Background: an optimization exercise with open tools, aiming at small area and few clock cycles per item. Do not read the settings as production practice.
At most, simulation tests tie the RTL to the original design; equivalence was not proved.

==> v32 <==
Design fp_mult_pipe, start of the top module:
module fp_mult_pipe #(
   parameter int EXP_W = 8,
   parameter int MAN_W = 23
) (
   input  logic                 clk,
   input  logic                 rst_n,
   input  logic                 in_valid,
   output logic                 in_ready,
   input  logic [EXP_W+MAN_W:0] x,
   input  logic [EXP_W+MAN_W:0] y,
   output logic                 out_valid,
   input  logic                 out_ready,
   output logic [EXP_W+MAN_W:0] result
   ,
   output logic [3:0]           flags
);
export LEC_CHECK = 0
export CAP_MARGIN = 20
export CORE_MARGIN = 2
export CORE_UTILIZATION = 40
export CTS_BUF_LIST = sky130_fd_sc_hd__clkbuf_8
export GPL_TIMING_DRIVEN = 0
export SLEW_MARGIN = 20
create_clock -name core_clock -period 7.5 [get_ports {clk}]
standard.sh (not shown) runs the stock make flow with config.mk's settings and CLKGATE_MAP_FILE= SYNTH_SCRIPT=/design/flow/synth_recipe.tcl, a recipe that flattens the netlist after the stock synthesis.
==> flow/flow/run.sh <==
#!/bin/bash
# Layout flow: the standard ORFS flow (standard.sh) with three changes:
#  - synthesis skips Yosys's generic `abc -fast` pass (synth -noabc), so the full
#    adders written in the RTL reach extract_fa as written;
#  - the final ABC technology mapping uses flow/abc.script (area recovery under a
#    delay target, then gate sizing) instead of ORFS's abc_speed.script;
#  - every port is buffered by a buf_2 instead of the default clkdlybuf4s50_1.
set -euo pipefail
cd "$(dirname "$0")/.."
W=$(pwd)
export FLOW_SYNTH_TCL=$W/synth_recipe.tcl
export FLOW_ABC_SCRIPT=$W/flow/abc.script
export BUFFER_PORTS_ARGS="-buffer_cell sky130_fd_sc_hd__buf_2"
bash standard.sh synth SYNTH_ARGS=-noabc SYNTH_SCRIPT=$W/flow/synth.tcl > synth.log 2>&1
bash standard.sh finish SYNTH_ARGS=-noabc SYNTH_SCRIPT=$W/flow/synth.tcl > layout.log 2>&1
==> flow/flow/abc.script <==
strash
ifraig
dch -f
map -D 5500
topo
stime -c
buffer -c
upsize -c -D 5500
dnsize -c -D 5500
==> flow/flow/synth.tcl <==
# The standard flow's synthesis script (synth_recipe.tcl, sourced below unchanged), with the
# technology-mapping ABC run given our own script (flow/abc.script) in place of
# ORFS's abc_speed.script.  Only the combinational mapping changes; registers are
# mapped before ABC runs and keep their standard-synthesis names and cells.
proc abc {args} {
  set i [lsearch -exact $args -script]
  if { $i >= 0 } {
    lset args [expr {$i + 1}] $::env(FLOW_ABC_SCRIPT)
    puts "flow/synth.tcl: abc -script $::env(FLOW_ABC_SCRIPT)"
  }
  yosys abc {*}$args
}
source $::env(FLOW_SYNTH_TCL)
==> inputs of v38, as changes to v32 <==
--- a/flow/design.v
+++ b/flow/design.v
@@ -1595,17 +1595,17 @@
    assign rnd   = msb ? rnd1 : rnd0;
    assign inx   = ph_q[0] | st_q | (msb & ph_q[1]);
    always_comb begin
       ones[0] = 1'b1;
       for (int i = 1; i < SW; i++)
          ones[i] = ones[i-1] & man_n[i-1];
    end
    assign frac = man_n[MAN_W-1:0] ^ ({MAN_W{rnd}} & ones[MAN_W-1:0]);
-   assign cry  = rnd & (&ph_q[SW:2]) & (msb | ph_q[1]);
+   assign cry  = rnd & ones[SW-1] & man_n[SW-1];
    logic [XW-1:0] e_s;
    assign e_s = {1'b0, e_q} + XW'(msb) + XW'(cry);
    assign e_o = e_s[EXP_W-1:0] - BIAS[EXP_W-1:0];
    assign ovf = (e_s >= EMAX + BIAS);
    assign unf = (e_s <= BIAS);
    logic [W-1:0] r_d;
    logic [3:0]   f_d;
    always_comb begin
==> summary of the runs <==
In synthesized cell count, v38 and v32 hardly differ.
Cell count: v32 is lower than v38 (1.3%).
Register-to-register slack: v38 is worse than v32 (0.14 ns).
Against v32, the die area of v38 is lower by 0.28%.
Between v38 and v32, the lower clock skew is in v38 (gap 0.0097 ns).
Final area: v38 is larger than v32 (about 2%).
Clock-buffer cell count is the same in v38 and v32.
==> figures <==
Non-clock buffer share: v38 9.23%; v32 8.34%
Layout clock area frac: v38 0.728%; v32 0.625%
Vias in the first global route: v38 14300; v32 15100
Area share of and/or/nand/nor cells after synthesis: v38 9.10%; v32 8.17%
Die height: v38 202 um; v32 202 um
Start point of the critical path: v38 y[1]; v32 y[6]
Required time of the critical path: v38 7.54 ns; v32 7.55 ns
Die W: v38 202 um; v32 202 um
Setup slack, reg-to-reg: v38 6.17 ns; v32 6.31 ns
Non-clock inverter count in the final layout: v38 195; v32 200
Met3 global-route usage: v38 3.77%; v32 3.61%
Transition at the pin with the smallest max-transition slack: v38 1.15 ns; v32 1.15 ns
Status: v38 finished clean; v32 finished clean
Syn-to-layout area delta: v38 17.6%; v32 14.9%
Function was not checked in any run of this note: the RTL went through the layout flow alone.

* * *

==> try-maple: inputs <==
fp_mult_pipe, a different RTL version from the one above (not shown whole).
## fp_mult_pipe
module fp_mult_pipe #(
   parameter int EXP_W = 8,
   parameter int MAN_W = 23
) (
   input  logic                 clk,
   input  logic                 rst_n,
   input  logic                 in_valid,
   output logic                 in_ready,
   input  logic [EXP_W+MAN_W:0] x,
   input  logic [EXP_W+MAN_W:0] y,
   output logic                 out_valid,
   input  logic                 out_ready,
   output logic [EXP_W+MAN_W:0] result
   ,
   output logic [3:0]           flags
);
clock: 7.5 ns
lec_check: 0
cap_margin: 20
core_margin: 2
core_utilization: 40
cts_buf_list: sky130_fd_sc_hd__clkbuf_8
gpl_timing_driven: 0
slew_margin: 20
==> flow/flow/run.sh <==
#!/bin/bash
# Layout flow: the standard ORFS flow, with Yosys's generic `abc -fast` pass
# skipped in synthesis (synth -noabc), so that the full adders written in the RTL
# reach extract_fa as written and keep one polarity through the adder tree, and
# with every port buffered by a buf_2 instead of the default clkdlybuf4s50_1.
set -euo pipefail
cd "$(dirname "$0")/.."
export BUFFER_PORTS_ARGS="-buffer_cell sky130_fd_sc_hd__buf_2"
bash standard.sh synth SYNTH_ARGS=-noabc > synth.log 2>&1
bash standard.sh finish SYNTH_ARGS=-noabc > layout.log 2>&1
==> try-lagoon (differences from try-maple) <==
--- a/flow/design.v
+++ b/flow/design.v
@@ -1328,26 +1328,17 @@
       ones[0] = 1'b1;
       for (int i = 1; i < SW; i++)
          ones[i] = ones[i-1] & man_n[i-1];
    end
    assign frac = man_n[MAN_W-1:0] ^ ({MAN_W{rnd}} & ones[MAN_W-1:0]);
    assign cry  = rnd & ones[SW-1] & man_n[SW-1];
-   logic [1:0] inc;
-   logic [2:0] ovf_k, unf_k;
-   logic [EXP_W-1:0] eo_k [3];
-   assign inc = {1'b0, msb} + {1'b0, cry};
-   always_comb begin
-      for (int k = 0; k < 3; k++) begin
-         ovf_k[k] = ({1'b0, e_q} + XW'(k)) >= EMAX + BIAS;
-         unf_k[k] = ({1'b0, e_q} + XW'(k)) <= BIAS;
-         eo_k[k]  = e_q[EXP_W-1:0] + EXP_W'(k) - BIAS[EXP_W-1:0];
-      end
-   end
-   assign ovf = ovf_k[inc];
-   assign unf = unf_k[inc];
-   assign e_o = eo_k[inc];
+   logic [XW-1:0] e_s;
+   assign e_s = {1'b0, e_q} + XW'(msb) + XW'(cry);
+   assign e_o = e_s[EXP_W-1:0] - BIAS[EXP_W-1:0];
+   assign ovf = (e_s >= EMAX + BIAS);
+   assign unf = (e_s <= BIAS);
    logic [W-1:0] r_d;
    logic [3:0]   f_d;
    always_comb begin
       r_d = {s_q, e_o, frac};
       f_d = {3'b000, inx};
       case (sc_q)
--- a/flow/flow/run.sh
+++ b/flow/flow/run.sh
@@ -3,8 +3,9 @@
 # skipped in synthesis (synth -noabc), so that the full adders written in the RTL
 # reach extract_fa as written and keep one polarity through the adder tree, and
 # with every port buffered by a buf_2 instead of the default clkdlybuf4s50_1.
 set -euo pipefail
 cd "$(dirname "$0")/.."
 export BUFFER_PORTS_ARGS="-buffer_cell sky130_fd_sc_hd__buf_2"
+export REMOVE_ABC_BUFFERS=1
 bash standard.sh synth SYNTH_ARGS=-noabc > synth.log 2>&1
 bash standard.sh finish SYNTH_ARGS=-noabc > layout.log 2>&1
ABC_AREA = 1   (was not set)
==> try-sierra (differences from try-maple) <==
--- a/flow/design.v
+++ b/flow/design.v
@@ -36,13 +36,12 @@
    assign zx   = (ex == '0);
    assign zy   = (ey == '0);
    assign infx = (ex == EONES) & (mx == '0);
    assign infy = (ey == EONES) & (my == '0);
    assign nanx = (ex == EONES) & (mx != '0);
    assign nany = (ey == EONES) & (my != '0);
-   logic [PW-1:0] p;
    wire bo0 = my[0] ^ 1'b0;
    wire bt0 = (my[1] & ~my[0] & ~1'b0) | (~my[1] & my[0] & 1'b0);
    wire bn0 = my[1] & ~(my[0] & 1'b0);
    wire xa1 = mx[0] ^ bn0;
    wire xa2 = mx[1] ^ bn0;
    wire xa3 = mx[2] ^ bn0;
@@ -1255,16 +1254,19 @@
    wire s1177 = 1'b1 ^ s1087 ^ c1086;
    wire c1178 = (1'b1 & s1087) | ((1'b1 ^ s1087) & c1086);
    wire s1179 = pp588 ^ 1'b1 ^ c1088;
    wire c1180 = (pp588 & 1'b1) | ((pp588 ^ 1'b1) & c1088);
    wire [47:0] pa = {s1179, s1177, s1175, s1173, s1171, s1169, s1167, s1165, s1163, s1161, s1159, s1157, s1155, s1153, s1151, s1149, s1147, s1145, s1143, s1141, s1139, s1137, s1135, s1133, s1131, s1129, s1127, s1125, s1123, s1121, s1119, s1117, s1115, s1113, s1111, s1109, s1107, s1105, s1103, s1101, s1099, s1097, s1095, s1093, s1091, bn1, pp25, pp24};
    wire [47:0] pb = {c1178, c1176, c1174, c1172, c1170, c1168, c1166, c1164, c1162, c1160, c1158, c1156, c1154, c1152, c1150, c1148, c1146, c1144, c1142, c1140, c1138, c1136, c1134, c1132, c1130, c1128, c1126, c1124, c1122, c1120, c1118, c1116, c1114, c1112, c1110, c1108, c1106, c1104, c1102, c1100, c1098, c1096, c1094, c1092, c1090, s1089, 1'b0, bn0};
-   assign p = pa + pb;
    localparam int LO = MAN_W - 1;
+   logic [LO:0]   lo_sum;
+   logic          c_lo;
    logic [LO-1:0] orx, ory;
    logic          st_d;
+   assign lo_sum = {1'b0, pa[LO-1:0]} + {1'b0, pb[LO-1:0]};
+   assign c_lo   = lo_sum[LO];
    always_comb begin
       orx[0] = mx[0];
       ory[0] = my[0];
       for (int i = 1; i < LO; i++) begin
          orx[i] = orx[i-1] | mx[i];
          ory[i] = ory[i-1] | my[i];
@@ -1290,13 +1292,14 @@
       end else begin
          sc_d  = 2'b00;
       end
    end
    logic          s_q;
    logic [EXP_W:0] e_q;    
-   logic [SW+1:0] ph_q;    
+   logic [PW-1:LO] ha_q, hb_q;   
+   logic          c_q;           
    logic          st_q;    
    logic [1:0]    sc_q;
    logic          inv_q;
    always_ff @(posedge clk or negedge rst_n) begin
       if (!rst_n)
          v_q <= 1'b0;
@@ -1304,29 +1307,33 @@
          v_q <= in_valid;
    end
    always_ff @(posedge clk) begin
       if (load) begin
          s_q   <= sx ^ sy;
          e_q   <= {1'b0, ex} + {1'b0, ey};
-         ph_q  <= p[PW-1:MAN_W-1];
+         ha_q  <= pa[PW-1:LO];
+         hb_q  <= pb[PW-1:LO];
+         c_q   <= c_lo;
          st_q  <= st_d;
          sc_q  <= sc_d;
          inv_q <= inv_d;
       end
    end
+   logic [SW+1:0]    ph;      
    logic             msb, rnd1, rnd0, rnd, cry, ovf, unf, inx;
    logic [SW-1:0]    man_n;
    logic [SW-1:0]    ones;    
    logic [MAN_W-1:0] frac;
    logic [EXP_W-1:0] e_o;
-   assign msb   = ph_q[SW+1];
-   assign man_n = msb ? ph_q[SW+1:2] : ph_q[SW:1];
-   assign rnd1  = ph_q[1] & (ph_q[0] | st_q | ph_q[2]);
-   assign rnd0  = ph_q[0] & (st_q | ph_q[1]);
+   assign ph    = ha_q + hb_q + (SW+2)'(c_q);
+   assign msb   = ph[SW+1];
+   assign man_n = msb ? ph[SW+1:2] : ph[SW:1];
+   assign rnd1  = ph[1] & (ph[0] | st_q | ph[2]);
+   assign rnd0  = ph[0] & (st_q | ph[1]);
    assign rnd   = msb ? rnd1 : rnd0;
-   assign inx   = ph_q[0] | st_q | (msb & ph_q[1]);
+   assign inx   = ph[0] | st_q | (msb & ph[1]);
    always_comb begin
       ones[0] = 1'b1;
       for (int i = 1; i < SW; i++)
          ones[i] = ones[i-1] & man_n[i-1];
    end
    assign frac = man_n[MAN_W-1:0] ^ ({MAN_W{rnd}} & ones[MAN_W-1:0]);
==> flow/flow/run.sh (replaced) <==
#!/bin/bash
# Layout flow: the standard ORFS flow, with Yosys's generic `abc -fast` pass
# skipped in synthesis (synth -noabc), so that the full adders written in the RTL
# reach extract_fa as written and keep one polarity through the adder tree.
# The technology mapping abc pass at the end of synthesis still runs.
set -euo pipefail
cd "$(dirname "$0")/.."
bash standard.sh synth SYNTH_ARGS=-noabc > synth.log 2>&1
bash standard.sh finish SYNTH_ARGS=-noabc > layout.log 2>&1
CTS_BUF_LIST = not set   (was sky130_fd_sc_hd__clkbuf_8)
==> try-fjord (differences from try-maple) <==
--- a/flow/design.v
+++ b/flow/design.v
@@ -36,13 +36,12 @@
    assign zx   = (ex == '0);
    assign zy   = (ey == '0);
    assign infx = (ex == EONES) & (mx == '0);
    assign infy = (ey == EONES) & (my == '0);
    assign nanx = (ex == EONES) & (mx != '0);
    assign nany = (ey == EONES) & (my != '0);
-   logic [PW-1:0] p;
    wire bo0 = my[0] ^ 1'b0;
    wire bt0 = (my[1] & ~my[0] & ~1'b0) | (~my[1] & my[0] & 1'b0);
    wire bn0 = my[1] & ~(my[0] & 1'b0);
    wire xa1 = mx[0] ^ bn0;
    wire xa2 = mx[1] ^ bn0;
    wire xa3 = mx[2] ^ bn0;
@@ -1255,16 +1254,19 @@
    wire s1177 = 1'b1 ^ s1087 ^ c1086;
    wire c1178 = (1'b1 & s1087) | ((1'b1 ^ s1087) & c1086);
    wire s1179 = pp588 ^ 1'b1 ^ c1088;
    wire c1180 = (pp588 & 1'b1) | ((pp588 ^ 1'b1) & c1088);
    wire [47:0] pa = {s1179, s1177, s1175, s1173, s1171, s1169, s1167, s1165, s1163, s1161, s1159, s1157, s1155, s1153, s1151, s1149, s1147, s1145, s1143, s1141, s1139, s1137, s1135, s1133, s1131, s1129, s1127, s1125, s1123, s1121, s1119, s1117, s1115, s1113, s1111, s1109, s1107, s1105, s1103, s1101, s1099, s1097, s1095, s1093, s1091, bn1, pp25, pp24};
    wire [47:0] pb = {c1178, c1176, c1174, c1172, c1170, c1168, c1166, c1164, c1162, c1160, c1158, c1156, c1154, c1152, c1150, c1148, c1146, c1144, c1142, c1140, c1138, c1136, c1134, c1132, c1130, c1128, c1126, c1124, c1122, c1120, c1118, c1116, c1114, c1112, c1110, c1108, c1106, c1104, c1102, c1100, c1098, c1096, c1094, c1092, c1090, s1089, 1'b0, bn0};
-   assign p = pa + pb;
    localparam int LO = MAN_W - 1;
+   logic [LO:0]   lo_sum;
+   logic          c_lo;
    logic [LO-1:0] orx, ory;
    logic          st_d;
+   assign lo_sum = {1'b0, pa[LO-1:0]} + {1'b0, pb[LO-1:0]};
+   assign c_lo   = lo_sum[LO];
    always_comb begin
       orx[0] = mx[0];
       ory[0] = my[0];
       for (int i = 1; i < LO; i++) begin
          orx[i] = orx[i-1] | mx[i];
          ory[i] = ory[i-1] | my[i];
@@ -1290,13 +1292,14 @@
       end else begin
          sc_d  = 2'b00;
       end
    end
    logic          s_q;
    logic [EXP_W:0] e_q;    
-   logic [SW+1:0] ph_q;    
+   logic [PW-1:LO] ha_q, hb_q;   
+   logic          c_q;           
    logic          st_q;    
    logic [1:0]    sc_q;
    logic          inv_q;
    always_ff @(posedge clk or negedge rst_n) begin
       if (!rst_n)
          v_q <= 1'b0;
@@ -1304,29 +1307,33 @@
          v_q <= in_valid;
    end
    always_ff @(posedge clk) begin
       if (load) begin
          s_q   <= sx ^ sy;
          e_q   <= {1'b0, ex} + {1'b0, ey};
-         ph_q  <= p[PW-1:MAN_W-1];
+         ha_q  <= pa[PW-1:LO];
+         hb_q  <= pb[PW-1:LO];
+         c_q   <= c_lo;
          st_q  <= st_d;
          sc_q  <= sc_d;
          inv_q <= inv_d;
       end
    end
+   logic [SW+1:0]    ph;      
    logic             msb, rnd1, rnd0, rnd, cry, ovf, unf, inx;
    logic [SW-1:0]    man_n;
    logic [SW-1:0]    ones;    
    logic [MAN_W-1:0] frac;
    logic [EXP_W-1:0] e_o;
-   assign msb   = ph_q[SW+1];
-   assign man_n = msb ? ph_q[SW+1:2] : ph_q[SW:1];
-   assign rnd1  = ph_q[1] & (ph_q[0] | st_q | ph_q[2]);
-   assign rnd0  = ph_q[0] & (st_q | ph_q[1]);
+   assign ph    = ha_q + hb_q + (SW+2)'(c_q);
+   assign msb   = ph[SW+1];
+   assign man_n = msb ? ph[SW+1:2] : ph[SW:1];
+   assign rnd1  = ph[1] & (ph[0] | st_q | ph[2]);
+   assign rnd0  = ph[0] & (st_q | ph[1]);
    assign rnd   = msb ? rnd1 : rnd0;
-   assign inx   = ph_q[0] | st_q | (msb & ph_q[1]);
+   assign inx   = ph[0] | st_q | (msb & ph[1]);
    always_comb begin
       ones[0] = 1'b1;
       for (int i = 1; i < SW; i++)
          ones[i] = ones[i-1] & man_n[i-1];
    end
    assign frac = man_n[MAN_W-1:0] ^ ({MAN_W{rnd}} & ones[MAN_W-1:0]);
CAP_MARGIN = 0   (was 20)
CORE_UTILIZATION = 55   (was 40)
CTS_BUF_LIST = not set   (was sky130_fd_sc_hd__clkbuf_8)
SLEW_MARGIN = 0   (was 20)
==> qor summary <==
| quantity | try-sierra | try-lagoon | try-fjord | try-maple |
|---|---|---|---|---|
| Clock edge transition at the registers on the reported setup and hold paths | 60 ps | 80 ps | 60 ps | 80 ps |
| Compound-cell area share of the yosys netlist | 19.78% | 17.59% | 19.78% | 21.09% |
| Worst setup margin | 180.6 ps | 219.1 ps | 180.5 ps | 153.3 ps |
| Floorplan die area | 47,210 um^2 | 44,370 um^2 | 34,550 um^2 | 44,600 um^2 |
| Outcome | no timing/DRC/antenna violations | no timing/DRC/antenna violations | no timing/DRC/antenna violations | no timing/DRC/antenna violations |
| Class of the tightest hold or removal check | reg2reg | reg2reg | in2async | reg2reg |
| Initial Utilization | 40.35% | 40.63% | 55.92% | 40.75% |
| Worst Hold Endpoint | v_q | v_q | - | v_q |
| Gate count after technology mapping | 1,965 | 2,051 | 1,965 | 1,953 |
| # fillers | 4,392 | 4,190 | 2,940 | 4,132 |
| Critical path buffer and inverter count | 3 | 4 | 3 | 2 |
| Cell area after layout | 20,710 um^2 | 18,680 um^2 | 19,870 um^2 | 19,420 um^2 |
| Critical Path End | c_q | ph_q[8] | c_q | ph_q[25] |
| Non-clk invs | 99 | 268 | 99 | 108 |
| N_diodes | 1 | 0 | 1 | 1 |
| Area share of fa/ha/maj cells after synthesis | 36.40% | 38.30% | 36.40% | 38.41% |
| Clock sink total | 68 | 41 | 68 | 41 |
| First-iteration detailed-routing DRC count | 1,321 | 1,587 | 1,136 | 1,500 |
| Sequential cell area | 2037 um^2 | 1226 um^2 | 2037 um^2 | 1226 um^2 |
| Via count of the routed design | 16,101 | 15,600 | 16,080 | 15,999 |
| Placed insts | 2,666 | 2,598 | 2,507 | 2,595 |
Testbench counts of try-maple, summed over its fixed seeds: cycles 16,008, items 16,000.
Testbench counts of try-lagoon, summed over its fixed seeds: cycles 16,008, items 16,000.
Testbench counts of try-sierra, summed over its fixed seeds: cycles 16,008, items 16,000.
Testbench counts of try-fjord, summed over its fixed seeds: cycles 16,008, items 16,000.

afterwards: timing with drivers on the ports:
How much do the figures lean on ideal ports? The routed layouts below were timed once more, with nothing changed but the port constraints. Step 1: set_driving_cell puts a clkbuf_16 on clk and a buf_2 on each other input, an assumption about the parent block. Step 2 adds t to the input delays and takes it off the output delays; t is the mean of the earliest and latest rising clock arrival at the registers after step 1. Input paths then give back, and output paths get back, about the clock's delay inside the block. Three values: ideal ports, drivers, drivers and shift; two values: the first two.
run	shift t [ns]	setup WS [ns]	hold slack, ns	worst register clock-pin slew, ns
v32	0.330	0.145 / 0.155 / -0.175	0.679 / 0.679 / 0.679	0.09 / 0.09
v38	0.324	0.268 / 0.278 / -0.046	0.883 / 0.883 / 0.883	0.08 / 0.08
try-maple	0.333	0.153 / 0.159 / -0.173	0.747 / 0.747 / 0.747	0.08 / 0.08
try-lagoon	0.328	0.219 / 0.225 / -0.102	0.859 / 0.859 / 0.859	0.08 / 0.08
try-sierra	0.370	0.181 / 0.166 / -0.188	0.649 / 0.649 / 0.649	0.06 / 0.06
try-fjord	0.381	0.180 / 0.196 / -0.185	0.920 / 0.893 / 1.087	0.06 / 0.06
With both steps, setup timing fails in every run listed, where it was met with ideal ports. For try-sierra, which loses most, drivers alone change the setup slack by -0.015 ns; drivers and shift together by -0.369 ns.
